From an optimization exercise on the open Yosys and OpenROAD flow, aimed at small area, a short achievable clock period and few clock cycles; shortcuts taken in it are not production practice.
RTL that was checked went through simulation tests only; none was proved equivalent to the original.
Power and IR drop assume default switching activity.

== job 101 ==
## db_req_top
module db_req_top #(
    parameter int TIMEOUT_CYCLES = 1024,
    parameter int FIFO_DEPTH     = 32
) (
    input  logic                    log_clk,
    input  logic                    log_rst,
    input  logic [15:0]             src_id_i,
    input  logic [15:0]             des_id_i,
    input  logic [15:0]             target_id_i,
    input  logic                    self_check_i,
    input  logic                    nwr_req_i,
    input  logic                    link_initialized_i,
    output logic                    rapidio_ready_o,
    output logic                    nwr_ready_o,
    output logic                    nwr_busy_o,
    output logic                    nwr_ack_done_o,
    output logic                    error_o,
    output srio_req_pkg::err_type_e error_type_o,
    input  logic                    user_tvalid_i,
    output logic                    user_tready_o,
    input  logic [63:0]             user_tdata_i,
    input  logic [7:0]              user_tkeep_i,
    input  logic                    user_tlast_i,
    output logic                    ireq_tvalid_o,
    input  logic                    ireq_tready_i,
    output logic [63:0]             ireq_tdata_o,
    output logic [7:0]              ireq_tkeep_o,
    output logic                    ireq_tlast_o,
    output logic [31:0]             ireq_tuser_o,
    input  logic                    iresp_tvalid_i,
    input  logic [63:0]             iresp_tdata_i,
    input  logic [31:0]             iresp_tuser_i
);
==> module user_data_fifo, before the edit <==
module user_data_fifo (
    input  logic        log_clk,
    input  logic        log_rst,
    input  logic        wr_valid_i,
    input  logic [63:0] wr_data_i,
    input  logic [7:0]  wr_keep_i,
    input  logic        wr_last_i,
    input  logic        h_consume_i,    
    output logic        wr_ready_o,
    output logic [72:0] h_o,            
    output logic        h_valid_o,
    output logic        h_valid_next_o
);
    localparam int N = 31;
    logic [72:0] mem [N];
    logic [4:0]  wr_ptr;
    logic [N-1:0] rd_oh;
    logic [72:0] rd_data;
    logic [4:0]  cnt;
    logic [4:0]  cnt_next;
    logic        ram_empty;
    logic        in_desc;
    logic        push;
    logic        h_load;
    logic [72:0] wdata;
    assign push   = wr_valid_i && wr_ready_o;
    assign h_load = !ram_empty && (!h_valid_o || h_consume_i);
    assign wdata = in_desc ?
        {wr_last_i, 8'hFF, 8'h00, srio_req_pkg::FTYPE_NWRITE, srio_req_pkg::TTYPE_NWRITE, 1'b0,
         srio_req_pkg::REQ_PRIO, 1'b0, wr_data_i[7:0], 2'b00, 34'd0} :
        {wr_last_i, wr_keep_i, wr_data_i};
    assign cnt_next       = cnt + {4'd0, push} - {4'd0, h_load};
    assign h_valid_next_o = h_load || (h_valid_o && !h_consume_i);
    logic [N-1:0] wsel;
    logic [N-1:0][1:0] wen, wen_n;
    for (genvar i = 0; i < N; i++) begin : g_row
        logic [72:0] d;
        assign wsel[i] = (wr_ptr == 5'(i));
        for (genvar h = 0; h < 2; h++) begin : g_half
            gate_and2  u_wen  (.a(wsel[i]), .b(wr_ready_o), .y(wen[i][h]));
            gate_nand2 u_wenn (.a(wsel[i]), .b(wr_ready_o), .y(wen_n[i][h]));
        end
        fifo_row_hold u_hold (.w_i(wdata), .q_i(mem[i]), .en_i(wen[i]), .en_n_i(wen_n[i]), .d_o(d));
        fifo_row_reg  u_reg  (.log_clk(log_clk), .d_i(d), .q_o(mem[i]));
    end
    always_comb begin
        rd_data = '0;
        for (int i = 0; i < N; i++) rd_data = rd_data | (mem[i] & {73{rd_oh[i] && !ram_empty}});
    end
    always_ff @(posedge log_clk) begin
        if (!h_valid_o || h_consume_i) h_o <= rd_data;
    end
    always_ff @(posedge log_clk or posedge log_rst) begin
        if (log_rst) begin
            wr_ptr     <= '0;
            rd_oh      <= N'(1);
            cnt        <= '0;
            ram_empty  <= 1'b1;
            wr_ready_o <= 1'b1;
            h_valid_o  <= 1'b0;
            in_desc    <= 1'b1;
        end else begin
            if (push) begin
                wr_ptr  <= (wr_ptr == 5'(N - 1)) ? 5'd0 : wr_ptr + 5'd1;
                in_desc <= wr_last_i;
            end
            if (h_load) rd_oh <= {rd_oh[N-2:0], rd_oh[N-1]};
            cnt        <= cnt_next;
            ram_empty  <= (cnt_next == 5'd0);
            wr_ready_o <= (cnt_next != 5'(N));
            h_valid_o  <= h_valid_next_o;
        end
    end
endmodule
export LEC_CHECK = 0
export CAP_MARGIN = 20
export CORE_MARGIN = 2
export CORE_UTILIZATION = 40
export CTS_CLUSTER_DIAMETER = 100
export CTS_CLUSTER_SIZE = 24
export SETUP_SLACK_MARGIN = 2.0
export SLEW_MARGIN = 20
export SYNTH_HIERARCHICAL = 1
create_clock -name core_clock -period 5.0 [get_ports {log_clk}]
standard.sh (not shown) runs the stock make flow with config.mk's settings and CLKGATE_MAP_FILE= SYNTH_SCRIPT=/design/flow/synth_recipe.tcl, a recipe that flattens the netlist after the stock synthesis.
==> flow/flow/run.sh <==
#!/bin/bash
# The standard layout (standard.sh), with plain buffers instead of delay
# cells on the ports. Make's output goes to flow_make.log; the ORFS steps keep
# their own logs under orfs/logs.
set -euo pipefail
bash standard.sh "BUFFER_PORTS_ARGS=-buffer_cell sky130_fd_sc_hd__buf_2" finish > flow_make.log 2>&1
Job 101 finished every stage and its layout cleared the timing, DRC and antenna checks.
For job 102, these inputs were changed with respect to job 101:
--- a/flow/design.v
+++ b/flow/design.v
@@ -44,27 +44,33 @@
     assign wdata = in_desc ?
         {wr_last_i, 8'hFF, 8'h00, srio_req_pkg::FTYPE_NWRITE, srio_req_pkg::TTYPE_NWRITE, 1'b0,
          srio_req_pkg::REQ_PRIO, 1'b0, wr_data_i[7:0], 2'b00, 34'd0} :
         {wr_last_i, wr_keep_i, wr_data_i};
     assign cnt_next       = cnt + {4'd0, push} - {4'd0, h_load};
     assign h_valid_next_o = h_load || (h_valid_o && !h_consume_i);
+    logic         rd_en;
     logic [N-1:0] wsel;
-    logic [N-1:0][1:0] wen, wen_n;
+    logic [N-1:0][1:0] wen, wen_n, rsel;
+    assign rd_en = !ram_empty;
     for (genvar i = 0; i < N; i++) begin : g_row
         logic [72:0] d;
         assign wsel[i] = (wr_ptr == 5'(i));
         for (genvar h = 0; h < 2; h++) begin : g_half
             gate_and2  u_wen  (.a(wsel[i]), .b(wr_ready_o), .y(wen[i][h]));
             gate_nand2 u_wenn (.a(wsel[i]), .b(wr_ready_o), .y(wen_n[i][h]));
+            gate_and2  u_rsel (.a(rd_oh[i]), .b(rd_en), .y(rsel[i][h]));
         end
         fifo_row_hold u_hold (.w_i(wdata), .q_i(mem[i]), .en_i(wen[i]), .en_n_i(wen_n[i]), .d_o(d));
         fifo_row_reg  u_reg  (.log_clk(log_clk), .d_i(d), .q_o(mem[i]));
     end
     always_comb begin
         rd_data = '0;
-        for (int i = 0; i < N; i++) rd_data = rd_data | (mem[i] & {73{rd_oh[i] && !ram_empty}});
+        for (int i = 0; i < N; i++) begin
+            rd_data[36:0]  = rd_data[36:0]  | (mem[i][36:0]  & {37{rsel[i][0]}});
+            rd_data[72:37] = rd_data[72:37] | (mem[i][72:37] & {36{rsel[i][1]}});
+        end
     end
     always_ff @(posedge log_clk) begin
         if (!h_valid_o || h_consume_i) h_o <= rd_data;
     end
     always_ff @(posedge log_clk or posedge log_rst) begin
         if (log_rst) begin
### Flow results
Between job 102 and job 101, the total met3 wirelength after detailed routing figures differ only marginally. Between job 101 and job 102, the flow reports met1 wire length decreasing slightly. Job 102 vs job 101 on gate count of the mapped netlist: job 102 is the lower one. [compare] base=job 101 new=job 102: horizontal die dimension did not really move, setup slack climbed 5.0 ps, synthesized area stayed essentially flat, global-route wire length before repair moved down. In terms of adder and majority gate portion of the synthesized area, job 101 and job 102 differ only marginally. On proportion of cell area occupied by multi-input gates, job 101 and job 102 are neck and neck. In terms of sequential fraction of design power, job 101 and job 102 differ only marginally. Compared with job 101, in job 102 share of the yosys chip area belonging to registers has remained practically unchanged; average vias per placed instance comparable; total power of the final layout saw little to no change.
Testbench counts of job 102, summed over its fixed seeds: cycles 25,119.
Function not checked in job 101: the RTL went through the layout flow alone.

* * *

db_req_top, a different RTL version from the one above (not shown whole).
Size: about 7600 cells after synthesis, ~2400 flip-flops, ~340 I/O pins, about 0.092 mm² of cells after synthesis.
==> module user_data_fifo, before the edit <==
module user_data_fifo (
    input  logic        log_clk,
    input  logic        log_rst,
    input  logic        wr_valid_i,
    input  logic [63:0] wr_data_i,
    input  logic [7:0]  wr_keep_i,
    input  logic        wr_last_i,
    input  logic        h_consume_i,    
    output logic        wr_ready_o,
    output logic [72:0] h_o,            
    output logic        h_valid_o,
    output logic        h_valid_next_o
);
    localparam int N = 31;
    logic [72:0] mem [N];
    logic [N-1:0] wen;
    logic [N-1:0] wen_n;
    logic [N-1:0] wr_oh;    
    logic [N-1:0] rd_sel;   
    logic [N-1:0] rd_pos;
    logic [72:0] rd_data;
    logic [4:0]  cnt;
    logic [4:0]  cnt_next;
    logic        ram_empty;
    logic        in_desc;
    logic        push;
    logic        h_load;
    logic [72:0] wdata;
    assign push   = wr_valid_i && wr_ready_o;
    assign h_load = !ram_empty && (!h_valid_o || h_consume_i);
    assign wdata = in_desc ?
        {wr_last_i, 8'hFF, 8'h00, srio_req_pkg::FTYPE_NWRITE, srio_req_pkg::TTYPE_NWRITE, 1'b0,
         srio_req_pkg::REQ_PRIO, 1'b0, wr_data_i[7:0], 2'b00, 34'd0} :
        {wr_last_i, wr_keep_i, wr_data_i};
    assign cnt_next       = cnt + {4'd0, push} - {4'd0, h_load};
    assign h_valid_next_o = h_load || (h_valid_o && !h_consume_i);
    for (genvar i = 0; i < N; i++) begin : g_row
        logic [72:0] d;
        assign wen[i]   = wr_ready_o && wr_oh[i];
        assign wen_n[i] = !(wr_ready_o && wr_oh[i]);
        fifo_row_hold u_hold (.w_i(wdata), .q_i(mem[i]), .en_i(wen[i]), .en_n_i(wen_n[i]), .d_o(d));
        fifo_row_reg  u_reg  (.log_clk(log_clk), .d_i(d), .q_o(mem[i]));
    end
    always_comb begin
        rd_data = '0;
        for (int i = 0; i < N; i++) rd_data = rd_data | (mem[i] & {73{rd_sel[i]}});
    end
    assign rd_pos = rd_sel | (wr_oh & {N{ram_empty}});
    always_ff @(posedge log_clk) begin
        if (!h_valid_o || h_consume_i) h_o <= rd_data;
    end
    always_ff @(posedge log_clk or posedge log_rst) begin
        if (log_rst) begin
            wr_oh      <= N'(1);
            rd_sel     <= '0;
            cnt        <= '0;
            ram_empty  <= 1'b1;
            wr_ready_o <= 1'b1;
            h_valid_o  <= 1'b0;
            in_desc    <= 1'b1;
        end else begin
            if (push) begin
                wr_oh   <= {wr_oh[N-2:0], wr_oh[N-1]};
                in_desc <= wr_last_i;
            end
            if (cnt_next == 5'd0) rd_sel <= '0;
            else if (h_load)      rd_sel <= {rd_sel[N-2:0], rd_sel[N-1]};
            else                  rd_sel <= rd_pos;
            cnt        <= cnt_next;
            ram_empty  <= (cnt_next == 5'd0);
            wr_ready_o <= (cnt_next != 5'(N));
            h_valid_o  <= h_valid_next_o;
        end
    end
endmodule
==> flow/config.mk <==
export PLATFORM = sky130hd
export DESIGN_NAME = db_req_top
export DESIGN_NICKNAME = db_req_top
export VERILOG_FILES = /design/flow/design.v
export SDC_FILE = /design/flow/constraint.sdc
export NUM_CORES = 4
export LEC_CHECK = 0
export CAP_MARGIN = 20
export CORE_MARGIN = 2
export CORE_UTILIZATION = 40
export CTS_CLUSTER_DIAMETER = 100
export CTS_CLUSTER_SIZE = 24
export SETUP_SLACK_MARGIN = 2.0
export SLEW_MARGIN = 20
export SYNTH_HIERARCHICAL = 1
==> flow/constraint.sdc <==
create_clock -name core_clock -period 5.0 [get_ports {log_clk}]
set_input_delay 1.0000 -clock core_clock [delete_from_list [all_inputs] [get_ports {log_clk}]]
set_output_delay 1.0000 -clock core_clock [all_outputs]
set_load 0.01 [all_outputs]
Scripts as last shown in full above: flow/flow/run.sh
Rerun with:
--- a/flow/design.v
+++ b/flow/design.v
@@ -29,13 +29,12 @@
 );
     localparam int N = 31;
     logic [72:0] mem [N];
     logic [N-1:0] wen;
     logic [N-1:0] wen_n;
-    logic [N-1:0] wr_oh;    
-    logic [N-1:0] rd_sel;   
-    logic [N-1:0] rd_pos;
+    logic [4:0]  wr_ptr;
+    logic [N-1:0] rd_oh;
     logic [72:0] rd_data;
     logic [4:0]  cnt;
     logic [4:0]  cnt_next;
     logic        ram_empty;
     logic        in_desc;
@@ -50,40 +49,37 @@
         {wr_last_i, wr_keep_i, wr_data_i};
     assign cnt_next       = cnt + {4'd0, push} - {4'd0, h_load};
     assign h_valid_next_o = h_load || (h_valid_o && !h_consume_i);
     for (genvar i = 0; i < N; i++) begin : g_row
         logic [72:0] d;
-        assign wen[i]   = wr_ready_o && wr_oh[i];
-        assign wen_n[i] = !(wr_ready_o && wr_oh[i]);
+        assign wen[i]   = wr_ready_o && (wr_ptr == 5'(i));
+        assign wen_n[i] = !(wr_ready_o && (wr_ptr == 5'(i)));
         fifo_row_hold u_hold (.w_i(wdata), .q_i(mem[i]), .en_i(wen[i]), .en_n_i(wen_n[i]), .d_o(d));
         fifo_row_reg  u_reg  (.log_clk(log_clk), .d_i(d), .q_o(mem[i]));
     end
     always_comb begin
         rd_data = '0;
-        for (int i = 0; i < N; i++) rd_data = rd_data | (mem[i] & {73{rd_sel[i]}});
+        for (int i = 0; i < N; i++) rd_data = rd_data | (mem[i] & {73{rd_oh[i] && !ram_empty}});
     end
-    assign rd_pos = rd_sel | (wr_oh & {N{ram_empty}});
     always_ff @(posedge log_clk) begin
         if (!h_valid_o || h_consume_i) h_o <= rd_data;
     end
     always_ff @(posedge log_clk or posedge log_rst) begin
         if (log_rst) begin
-            wr_oh      <= N'(1);
-            rd_sel     <= '0;
+            wr_ptr     <= '0;
+            rd_oh      <= N'(1);
             cnt        <= '0;
             ram_empty  <= 1'b1;
             wr_ready_o <= 1'b1;
             h_valid_o  <= 1'b0;
             in_desc    <= 1'b1;
         end else begin
             if (push) begin
-                wr_oh   <= {wr_oh[N-2:0], wr_oh[N-1]};
+                wr_ptr  <= (wr_ptr == 5'(N - 1)) ? 5'd0 : wr_ptr + 5'd1;
                 in_desc <= wr_last_i;
             end
-            if (cnt_next == 5'd0) rd_sel <= '0;
-            else if (h_load)      rd_sel <= {rd_sel[N-2:0], rd_sel[N-1]};
-            else                  rd_sel <= rd_pos;
+            if (h_load) rd_oh <= {rd_oh[N-2:0], rd_oh[N-1]};
             cnt        <= cnt_next;
             ram_empty  <= (cnt_next == 5'd0);
             wr_ready_o <= (cnt_next != 5'(N));
             h_valid_o  <= h_valid_next_o;
         end
The new run finished with timing, DRC and antenna clean.
Setup slack is worse by 0.068 ns.
Utilization stays flat.
Maximum frequency fell by 2.1%.
First-iteration DRC count rose by about 4%.
Die area fell by about 1.4%.
Wire length fell by about 1%.
Power rose by about 50%.
Combinational power rose by 120%.
Area after synthesis fell by 1.4%.
Clock power barely changes.
No functional check of the RTL was part of any run of this note.

## re-timing with driven ports
No port has a modelled driver above. Below, the same layouts with a new extraction and two added sets of constraints.
Step 1 assumes that a clkbuf_16 drives the clock port and a buf_2 every other input.
Step 2 adds t to the input delays and takes it off the output delays; t is the mean of the earliest and latest rising clock arrival at the registers after step 1. Input paths then give back, and output paths get back, about the clock's delay inside the block.
Three values: ideal, step 1, step 2; two values: the first two.
run | t, ns | slack for setup (ns) | hold WS [ns] | clock arrival spread, ns | worst register clock-pin slew, ns
job 101 | 0.932 | 1.875 / 1.848 / 1.438 | 0.039 / -0.026 / 0.477 | 0.066 / 0.067 | 0.11 / 0.11
job 102 | 0.936 | 1.880 / 1.784 / 1.442 | 0.071 / 0.001 / 0.473 | 0.112 / 0.112 | 0.11 / 0.11
the first run of note 2 | 0.922 | 1.840 / 1.801 / 1.116 | 0.162 / 0.088 / 0.477 | 0.043 / 0.043 | 0.11 / 0.11
the second run of note 2 | 0.915 | 1.772 / 1.772 / 1.445 | 0.056 / -0.025 / 0.475 | 0.058 / 0.058 | 0.11 / 0.11
After both steps setup and hold are still met in every run listed. For the first run of note 2, which loses most, drivers alone change the setup slack by -0.039 ns; drivers and shift together by -0.724 ns.
